From an optimization exercise on the open Yosys and OpenROAD flow, aimed at small area; shortcuts taken in it are not production practice. Only simulation tests tie the RTL to the original design; equivalence was not proved. Power figures rest on the tool's default switching activity, not on a simulated workload.

Setup of the reference run:
// csr_file
module csr_file (
    input  logic                                                              clk,
    input  logic                                                              rst,
    input  logic [csr_pkg::commit_channels-1:0][csr_pkg::csr_addr_width-1:0] commit_write_addr,
    input  logic [csr_pkg::commit_channels-1:0][csr_pkg::reg_data_width-1:0] commit_write_data,
    input  logic [csr_pkg::commit_channels-1:0]                              commit_we,
    input  logic [csr_pkg::commit_channels-1:0][csr_pkg::csr_addr_width-1:0] commit_read_addr,
    input  logic [csr_pkg::csr_addr_width-1:0]                               exc_read_addr,
    input  logic [csr_pkg::reg_data_width-1:0]                               irq_pending,
    input  logic [csr_pkg::commit_count_width-1:0]                           commit_count,
    input  logic                                                              branch_num,
    input  logic                                                              branch_hit,
    input  logic                                                              branch_miss,
    input  logic                                                              rob_full,
    output logic [csr_pkg::reg_data_width-1:0]                               exc_read_data,
    output logic [csr_pkg::commit_channels-1:0][csr_pkg::reg_data_width-1:0] commit_read_data,
    output logic [csr_pkg::reg_data_width-1:0]                               mie_out,
    output logic [csr_pkg::reg_data_width-1:0]                               mstatus_out,
    output logic [csr_pkg::reg_data_width-1:0]                               mip_out,
    output logic [csr_pkg::reg_data_width-1:0]                               mepc_out
);
    logic [31:0] d0, d1;
    logic [11:0] wa0, wa1;
    logic        we0, we1;
    assign d0  = commit_write_data[0];
    assign d1  = commit_write_data[1];
    assign wa0 = commit_write_addr[0];
    assign wa1 = commit_write_addr[1];
    assign we0 = commit_we[0];
    assign we1 = commit_we[1];
    localparam int nslots = 20;
  ...
Size in the first run: about 580 flip-flops.
export LEC_CHECK = 0
export ABC_AREA = 1
export CAP_MARGIN = 10
export CORE_MARGIN = 2
export CORE_UTILIZATION = 40
export GPL_TIMING_DRIVEN = 0
export PLACE_DENSITY = 0.55
export SLEW_MARGIN = 10
create_clock -name core_clock -period 9.0 [get_ports {clk}]
run.sh (not shown) runs the stock make flow with config.mk's settings and CLKGATE_MAP_FILE= SYNTH_SCRIPT=/design/flow/synth_recipe.tcl, a recipe that flattens the netlist after the stock synthesis.
In the summary table, the reference run is marked failed, with error GRT-0116 raised in 5_1_grt.
Edits applied to the flow inputs when going from the reference run to the trial run:
--- a/flow/config.mk
+++ b/flow/config.mk
@@ -9,6 +9,6 @@
 export CAP_MARGIN = 10
 export CORE_MARGIN = 2
-export CORE_UTILIZATION = 40
+export CORE_UTILIZATION = 55
 export GPL_TIMING_DRIVEN = 0
-export PLACE_DENSITY = 0.55
+export PLACE_DENSITY = 0.7
 export SLEW_MARGIN = 10
## What came out
The trial run vs the reference run, total cell area at the placement stage went down by 770 sq um. Between the reference run and the trial run, worst setup slack before clock tree synthesis decreased. The reference run has higher height of the die than the trial run. Between the trial run and the reference run, chip width is lower for the trial run, the reference run comes in above that. For the initial standard-cell utilization of the core, the trial run came in 15 points higher than the reference run did. Stage in which a tool error killed the trial run: 5_1_grt. Comparing the reference run against the trial run, there is no change at all in synthesized cell count. The trial run ends up with a row count that is about 15% lower than in the reference run.

---

## build 18
Another version of the RTL of csr_file (not shown whole).
For scale: ~3,700 cells after synthesis, ~390 I/O pins, about 34,000 µm² of cells after synthesis.
==> flow/config.mk <==
export PLATFORM = sky130hd
export DESIGN_NAME = csr_file
export DESIGN_NICKNAME = csr_file
export VERILOG_FILES = /design/flow/design.v
export SDC_FILE = /design/flow/constraint.sdc
export NUM_CORES = 4
export LEC_CHECK = 0
export CAP_MARGIN = 20
export CELL_PAD_IN_SITES_DETAIL_PLACEMENT = 1
export CORE_MARGIN = 2
export CORE_UTILIZATION = 42
export CTS_BUF_LIST = sky130_fd_sc_hd__clkbuf_4
export CTS_CLUSTER_DIAMETER = 60
export CTS_CLUSTER_SIZE = 8
export GPL_ROUTABILITY_DRIVEN = 1
export GPL_TIMING_DRIVEN = 0
export PLACE_DENSITY = 0.52
export SLEW_MARGIN = 20
export SYNTH_HIERARCHICAL = 1
export SYNTH_MINIMUM_KEEP_SIZE = 0
==> flow/constraint.sdc <==
create_clock -name core_clock -period 9.0 [get_ports {clk}]
set_input_delay 1.8000 -clock core_clock [delete_from_list [all_inputs] [get_ports {clk}]]
set_output_delay 1.8000 -clock core_clock [all_outputs]
set_load 0.01 [all_outputs]
standard.sh (not shown) runs the stock make flow with config.mk's settings and CLKGATE_MAP_FILE= SYNTH_SCRIPT=/design/flow/synth_recipe.tcl, a recipe that flattens the netlist after the stock synthesis.
==> flow/flow/run.sh <==
#!/bin/bash
# The standard ORFS layout (standard.sh), with these changes passed to its make:
#  - the input and output port buffers are sky130_fd_sc_hd__buf_1 cells
#  - clock tree synthesis inserts no dummy loads (clkbuf_4 buffers, clusters of 8 sinks)
#  - the resizer may swap a cell for one of another footprint
#  - before repair_design, each net with 24 or more loads is driven through one
#    buffer at the centre of its loads (flow/hf_buffer.tcl)
#  - the buffers between tie cells and constant outputs are made buf_1
# Each step's full output stays in orfs/logs/; make's own output goes to make_*.log here.
set -euo pipefail
HERE="$(cd "$(dirname "$0")" && pwd)"
EXTRA=(
  "BUFFER_PORTS_ARGS=-buffer_cell sky130_fd_sc_hd__buf_1"
  "CTS_ARGS=-sink_clustering_enable -repair_clock_nets -dont_use_dummy_load -buf_list sky130_fd_sc_hd__clkbuf_4 -sink_clustering_size 8 -sink_clustering_max_diameter 60"
  "MATCH_CELL_FOOTPRINT=0"
  "PRE_RESIZE_TCL=$HERE/pre_resize.tcl"
  "POST_FLOORPLAN_TCL=$HERE/post_floorplan.tcl"
)
bash standard.sh "${EXTRA[@]}" synth > make_synth.log 2>&1
bash standard.sh "${EXTRA[@]}" finish > make_finish.log 2>&1
Other scripts of this flow, unchanged in this note and not shown: flow/flow/hf_buffer.tcl, flow/flow/post_floorplan.tcl, flow/flow/pre_resize.tcl
Build 18 went all the way through synthesis, placement and routing and the layout is clean on timing, DRC and antenna.
For build 59, these inputs were changed with respect to build 18:
Settings: CAP_MARGIN now 15, was 20; SLEW_MARGIN now 15, was 20.
### Flow results
- Across build 59 and build 18, a clean result was obtained everywhere but in build 59.
- Build 59 finished all stages; layout check result: FAIL, due to max-capacitance violations, max-slew violations.
- From build 18 to build 59 the numbers moved as follows: final max-slew violation count picked up an extra 4, number of global-route vias before repair picked up an extra 195.
- commit_read_data[37] as the critical path endpoint was reported by build 18, and commit_read_data[11] by build 59.
- Lower global-route met1 utilization among build 59 and build 18: build 18
- Build 59 — area added between synthesis and finish 0.22 points lower, build 18 as reference
- The share of the final layout cell area in sequential cells on build 59 is in line with that on build 18.
- A critical path startpoint of commit_read_addr[11] is what build 59 shows, while commit_read_addr[17] belongs to build 18.
- In build 59 the worst path setup slack after routing turned out 54 ps lower than in build 18.
#### Input delta (build 3 over build 59)
Settings: a change of CAP_MARGIN from 15 to 30; a change of SLEW_MARGIN from 15 to 30.
==> comparison <==
Per the final summary, build 3 finished and its layout is clean on timing, DRC and antenna.
Going from build 59 to build 3, global-route met3 utilization grows by 0.62 points.
Power attributed to the clock group: build 3 vs build 59 — no meaningful difference
Placement-stage worst setup slack (higher): build 3
Global-route wire length before repair of build 3 falls short of that of build 59 slightly.
Build 59 → build 3: post-route cell area +about 1.1%, net total in the final layout level.
The inputs of build 55 differ from those of build 3 as listed below.
Settings: SLEW_MARGIN: 30 -> 10; CAP_MARGIN: 30 -> 10.
### Flow results
Build 55 vs. build 3: sequential share of cell area climbed 0.35 points; worst hold slack has decreased; antenna diode count +2; wire length of the first global-routing pass did not really move.
Comparing build 55 and build 3, the one run not ending clean was build 55.
Build 55 had finished all stages when the layout checks came back failing, citing max-capacitance violations, max-slew violations.
The number of antenna violations at the first check in global routing in build 55 was higher than what build 3 gave.
Met1 track demand over resource delta (build 55 -> build 3): insignificant

==> what the ideal ports hide <==
The flow's constraints put no driver on any port. The routed layouts listed below were extracted and timed again, unchanged, in two steps. Step 1 assumes that a clkbuf_16 drives the clock port and a buf_2 every other input. Step 2 adds t to the input delays and takes it off the output delays; t is the mean of the earliest and latest rising clock arrival at the registers after step 1. Input paths then give back, and output paths get back, about the clock's delay inside the block. a / b / c = ideal / step 1 / step 2; a / b = the first two.
run	t, ns	slack for setup (ns)	clock arrival spread, ns
build 18	0.993	1.378 / 1.327 / 1.327	0.163 / 0.163
build 59	0.987	1.325 / 1.302 / 1.302	0.129 / 0.130
build 3	0.954	1.521 / 1.472 / 1.472	0.160 / 0.159
build 55	0.994	1.351 / 1.295 / 1.295	0.119 / 0.118
For build 55, which loses most, drivers alone change the setup slack by -0.056 ns; drivers and shift together by -0.056 ns.
